Source: an optimization exercise on an open RTL-to-GDS flow (aim: small area, a short achievable clock period and few clock cycles per item). Production flows keep margins and buffers that such runs may drop. Function was checked by simulation only, so behaviour that the tests miss may differ from the original. Power is estimated from default activity; no workload was simulated.

==> flow/design.v, too long to show whole: its modules and the start of the top module <==
// module goertzel_multi: 3301 lines
module goertzel_multi #(
  parameter int NUM_BINS     = 4,
  parameter int LOG2_SAMPLES = 9,
  parameter int D_W          = 16,
  parameter int S_W          = 8,
  parameter int FRAC         = 14
) (
  input  logic                    dsp_clk,
  input  logic                    rst_n,
  input  logic                    start,
  input  logic                    coef_wr,
  input  logic [2:0]              coef_idx,
  input  logic [D_W-1:0]          coef_val,
  output logic [LOG2_SAMPLES-1:0] sample_address,
  input  logic [S_W-1:0]          sample_data_in,
  output logic                    busy,
  output logic                    mag_valid,
  input  logic                    mag_ready,
  output logic [2:0]              mag_bin,
  output logic [D_W-1:0]          mag_data,
  output logic                    frame_done
);
  // ...
==> flow/flow/run.sh <==
#!/bin/bash
# The standard layout (standard.sh: the standard flow's synthesis and ORFS flow), with two changes to how
# the layout is made: the port buffers are buf_4 cells instead of the delay-type buffer the
# default choice picks, and timing repair aims 9.5 ns above the 13 ns constraint so that it also
# works on paths that already meet it. make's full output goes to standard_make.log here.
set -euo pipefail
bash standard.sh "BUFFER_PORTS_ARGS=-buffer_cell sky130_fd_sc_hd__buf_4" SETUP_SLACK_MARGIN=9.5 finish > standard_make.log 2>&1
==> flow/standard.sh <==
#!/bin/bash
# synth_recipe.tcl (not shown) runs the flow's synth.tcl, then flattens the netlist and writes it again
# the make line also repeats each setting of config.mk as NAME=value (left out here)
make -C /OpenROAD-flow-scripts/flow DESIGN_CONFIG=/design/flow/config.mk WORK_HOME=/design/flow/orfs CLKGATE_MAP_FILE= SYNTH_SCRIPT=/design/flow/synth_recipe.tcl "${@:-finish}"
==> flow/config.mk <==
export PLATFORM = sky130hd
export DESIGN_NAME = goertzel_multi
export DESIGN_NICKNAME = goertzel_multi
export VERILOG_FILES = /design/flow/design.v
export SDC_FILE = /design/flow/constraint.sdc
export NUM_CORES = 4
export LEC_CHECK = 0
export ABC_AREA = 1
export CAP_MARGIN = 20
export CORE_MARGIN = 2
export CORE_UTILIZATION = 60
export SLEW_MARGIN = 20
==> flow/constraint.sdc <==
create_clock -name core_clock -period 13.0 [get_ports {dsp_clk}]
set_input_delay 2.6000 -clock core_clock [delete_from_list [all_inputs] [get_ports {dsp_clk}]]
set_output_delay 2.6000 -clock core_clock [all_outputs]
set_load 0.01 [all_outputs]
==> impl_metrics.py, run 1 <==
metrics = {
    "pwr": {
        "p_switching_mw": 4.05,
        "vdd_ir_drop_max_mv": 0.122,
        "totalPowerFinal_mw": 8.84,
        "p_sw_frac": 0.459,
        "pg_seq_mw": 2.55,
        "comb-power_mw": 4.59,
    },
    "critical_path": {
        "endpoint_kind": "flip-flop",
        "startpoint": "e2_1[1]",
        "ff2ff_path_depth": 22,
        "cpLargestDelayFamily": "simple AND/OR/NAND/NOR gates",
    },
    "synth": {
        "synth_simple_gate_area_frac": 0.141,
        "synth_cell_types": 63,
        "synth_top_area_share": 0.228,
        "yosysMostFrequentCell": "inv_1",
        "synth-adder-area-share": 0.209,
        "synthCells": 3961,
        "syn_nets": 4410,
        "ys_seq_area_frac": 0.336,
    },
    "timing": {
        "period_needed_ns": 3.75,
        "rsz0062_at_grt": "yes",
        "fin_ws_ns": 9.25,
        "timing.hold.ws_ns": 0.374,
    },
    "final_layout": {
        "final-clk-cell-share": 0.0480,
        "instances_no_fill": 4902,
        "fin_nets": 4548,
        "fillers": 4328,
        "largest_cell_class": "multi-input combinational cells",
        "nNonClkInverters": 692,
        "largest_reg_flops": 64,
    },
    "hold_path": {
        "hp-start": "q1_1[18]",
        "min_to": "q2_1[18]",
    },
    "grt": {
        "grt-busiest-layer": "met2",
        "grt_util_all_layers": 0.363,
        "grtUsageMet1": 0.508,
    },
    "status": {
        "status": "no timing/DRC/antenna violations",
    },
    "clock_network": {
        "postCtsSetupRepairBufs": 108,
        "cts_resized": 203,
    },
    "routing": {
        "wl_met1_um": 44500,
        "drtIter0Drc": 3739,
    },
    "place": {
        "dpl.cell_count": 4608,
    },
    "floorplanning": {
        "fp-row-count": 87,
    },
}
Testbench counts, summed over its fixed seeds: cycles 24,912, frames 24.
==> inputs of run 2 (changes only) <==
==> flow/flow/run.sh (replaced) <==
#!/bin/bash
# The standard layout (standard.sh: the standard flow's synthesis and ORFS flow), with two changes to how
# the layout is made: the port buffers are buf_4 cells instead of the delay-type buffer the
# default choice picks, and timing repair aims 9 ns above the 13 ns constraint so that it also
# works on paths that already meet it. make's full output goes to standard_make.log here.
set -euo pipefail
bash standard.sh "BUFFER_PORTS_ARGS=-buffer_cell sky130_fd_sc_hd__buf_4" SETUP_SLACK_MARGIN=9 finish > standard_make.log 2>&1
==> impl_metrics.py, run 2 <==
metrics = {
    "routing": {
        "drt-total-wl_um": 107000,
        "drtIter0Drc": 3218,
        "vias": 28500,
        "drcViolationCount": 0,
        "avgViaCountPerCell": 6.01,
        "wire_per_inst_um": 22.5,
        "drtPass1Iterations": 6,
        "ant_nets": 0,
    },
    "clock_network": {
        "cts.sinks": 515,
        "cts_root_buf": "clkbuf_16",
        "cts_tree": "built",
        "clock_latency_ns": 0.65,
        "cts_max_level": 2,
        "cts_made_buffers": 55,
        "path_clk_slew_ns": 0.06,
        "postCtsHoldBufs": 0,
        "cts_buffer_depth": 3,
    },
    "synth": {
        "ys_ff_latch": 515,
        "yosysMostFrequentCell": "inv_1",
        "synth-edff-count": 124,
        "netlist_area_um2": 34300,
        "ys_async_sr_fraction": 0,
        "synth_common_cells": "inv_1, nand2_1, dfxtp_1, xor2_1, nor2_1",
        "yosysWarningCount": 2,
        "ys_seq_area_frac": 0.336,
        "synth_top_area_cell": "dfxtp_1",
        "synth_top_area_share": 0.228,
        "synthCells": 3961,
        "syn_nets": 4410,
        "ys.flop_type": "dfxtp_1",
        "synth_area_leaders": "dfxtp_1, fa_1, edfxtp_1",
        "syn_area_per_cell_um2": 8.67,
        "synth_cell_types": 63,
    },
    "pwr": {
        "p_leak_nw": 17.4,
        "powerDensity_nw_per_um2": 219,
        "clkPwrFrac": 0.191,
        "comb_power_share": 0.506,
        "vdd_ir_drop_max_mv": 0.233,
        "p_switching_mw": 3.89,
        "power_frac_seq": 0.303,
        "p_sw_frac": 0.472,
        "cell_internal_pwr_mw": 4.35,
    },
    "grt": {
        "met2_usage": 0.534,
        "grt_overflow_total": 0,
        "grt-busiest-layer": "met2",
        "use_met3": 0.0854,
        "grt_pass1_vias": 27800,
        "grt_util_all_layers": 0.357,
        "grt_max_degree": 44,
        "grtUsageMet1": 0.507,
        "grt_pass1_wl_um": 162000,
        "grt_antenna_before_repair": 3,
    },
    "place": {
        "place_area_um2": 35100,
        "routabilityCongestion": 0.950,
        "dpl.hpwl_um": 77100,
        "portBuffers": 61,
    },
    "critical_path": {
        "cpPeakStageDelay_ns": 0.51,
        "cp.arrival_ns": 1.32,
        "r2r_start": "r1_1[4]",
        "ff2ff_path_depth": 10,
        "startpoint": "busy_q",
        "worst_ep_required_time_ns": 10.40,
        "slowest_stage": "dfxtp_4",
        "endpoint": "busy",
        "path_max_fanout": 21,
        "cp_cell_sequence": "buf_4",
        "rr_endpoint": "zlo_1[7]",
        "crit_type": "flip-flop to output port",
        "endpoint_kind": "output port",
        "critical_path_buf_inv_count": 1,
        "path_depth": 1,
        "cpLargestDelayFamily": "flip-flops",
        "rrSetupSlack_ns": 9.14,
        "cp-start-kind": "flip-flop",
    },
    "final_layout": {
        "fin_nets": 4389,
        "regArea_um2": 11600,
        "fin_util": 0.667,
        "final_area_um2": 37700,
        "drive_above_1_share": 0.0923,
        "fillers": 4638,
        "multi_input_area_um2": 19900,
        "largest_reg_flops": 64,
        "final_common_cell": "inv_1",
        "top_register": "cf",
        "mostFrequentLayoutCells": "inv_1, nand2_1, dfxtp_1",
        "syn_to_final_growth_pct": 9.63,
    },
    "timing": {
        "period_needed_ns": 3.92,
        "maxSlewHeadroom": 0.207,
        "rsz0062_at_grt": "no",
        "timing.hold.ws_ns": 0.363,
        "fmax_mhz": 255,
        "clock_skew_ns": 0.0329,
        "finalCritPeriodShare": 0.302,
        "finalHoldViolations": 0,
        "finalMaxSlewViolations": 0,
        "tightest_slew_ns": 1.19,
        "setup_viol": 0,
        "finalSetupTns_ns": 0,
    },
    "floorplanning": {
        "dieArea_um2": 59200,
        "coreArea_um2": 56500,
        "fp.dieH_um": 243,
        "fp-row-count": 87,
        "io_pins": 63,
        "die_w_um": 243,
        "initial_core_util": 0.608,
    },
    "job": {
        "drv_cap": 0,
    },
    "status": {
        "status": "no timing/DRC/antenna violations",
    },
    "hold_path": {
        "hold_class": "flip-flop to flip-flop",
    },
}
## run 2: cell types whose count changed in the layout (fill, tap and decap cells not counted), sizes merged
| cell | change |
|---|---|
| clkbuf | +2 |
| diode | +1 |
| clkinvlp | -33 |
| nand2 | -2 |
| bufinv | -6 |
| buf | -158 |
| inv | +37 |
## run 2: power groups by stage
stage               logic, mW  clock network (mW)  registers, mW
floorplan                2.71                   0           2.31
global placement         3.70                   0           2.49
detailed placement       3.80                   0           2.50
CTS                      3.92                1.58           2.47
global route             4.59                1.64           2.52
finish                   4.18                1.57           2.50
## run 2: repair_timing
item / CTS / global route
cloned: 2 / 4
resized for setup: 50 / 70
buffers inserted: 8 / 15
pin swaps: 11 / 29
endpoints found under the setup margin: 140 / 62
## run 2: kinds of logic after synthesis
group                    after synthesis  synth area share
adder cells (fa/ha/maj)              417             0.209
AND/OR/NAND/NOR                     1135             0.141
multiplexers                           3          0.000983
flip-flops                           515             0.336
other                                  1          0.000109
buffers and inverters                870            0.0981
AO/OA/AOI/OAI                        682             0.128
XOR/XNOR                             338            0.0864
## run 2: area by class of cell
cell class | instances | share of cell area
Clock inverter | 24 | 0.00598
Tap cell | 756 | 0.0251
Timing Repair inverter | 4 | 0.000797
Inverter | 691 | 0.0699
Antenna cell | 1 | 0.0000665
Sequential cell | 515 | 0.307
Multi-Input combinational cell | 2576 | 0.528
Clock buffer | 79 | 0.0414
Timing Repair Buffer | 97 | 0.0211
## run 2: worst min-delay path by stage
stage | start | to | slack, ns | cells past startpoint
2_1_floorplan | ex_1 | r1s_1 | 0.33 | 0
3_3_place_gp | q1_0[16] | q2_0[16] | 0.34 | 0
3_5_place_dp | q1_0[16] | q2_0[16] | 0.35 | 0
4_1_cts | q1_0[16] | q2_0[16] | 0.36 | 0
5_1_grt | q1_0[16] | q2_0[16] | 0.36 | 0
6_report | q1_1[18] | q2_1[18] | 0.36 | 0
## run 2: through the flow
step / worst slack [ns] / power [mW] / instances
after floorplan: 8.85 / 5.02 / 3961
after global placement: 7.79 / 6.19 / 4610
after detailed placement: 7.71 / 6.30 / 4610
after CTS: 9.00 / 7.96 / 4723
after global routing: 8.95 / 8.76 / 4742
final: 9.08 / 8.25 / 4743
## run 2: routing by layer
layer / vias up / wire [µm]
met5: - / 0
met4: 0 / 4150
met3: 313 / 12500
met2: 1668 / 45800
met1: 13700 / 44300
li1: 12800 / -

==> re-timing with driven ports <==
The results above use ideal ports. As a check the final layouts listed here were re-extracted and re-timed, cells and wires unchanged.
Step 1: set_driving_cell puts a clkbuf_16 on dsp_clk and a buf_2 on each other input, an assumption about the parent block.
Step 2 times the ports against the registers' clock, not the clock port: input delays grow and output delays shrink by t, the midpoint of the rising clock arrivals with the driver on.
Slacks: ideal ports / drivers / drivers and shift; pairs: ideal ports / drivers.
| run | t (ns) | slack for setup (ns) | worst hold slack (ns) | worst register clock-pin slew, ns | worst data-port slew with drivers (ns) |
|---|---|---|---|---|---|
| run 1 | 0.704 | 9.246 / 9.190 / 8.882 | 0.374 / 0.374 / 0.374 | 0.07 / 0.07 | 0.04 |
| run 2 | 0.699 | 9.079 / 9.011 / 8.491 | 0.363 / 0.363 / 0.363 | 0.07 / 0.07 | 0.04 |
After both steps every run listed still meets setup and hold. For run 2, which loses most, drivers alone change the setup slack by -0.068 ns; drivers and shift together by -0.588 ns.
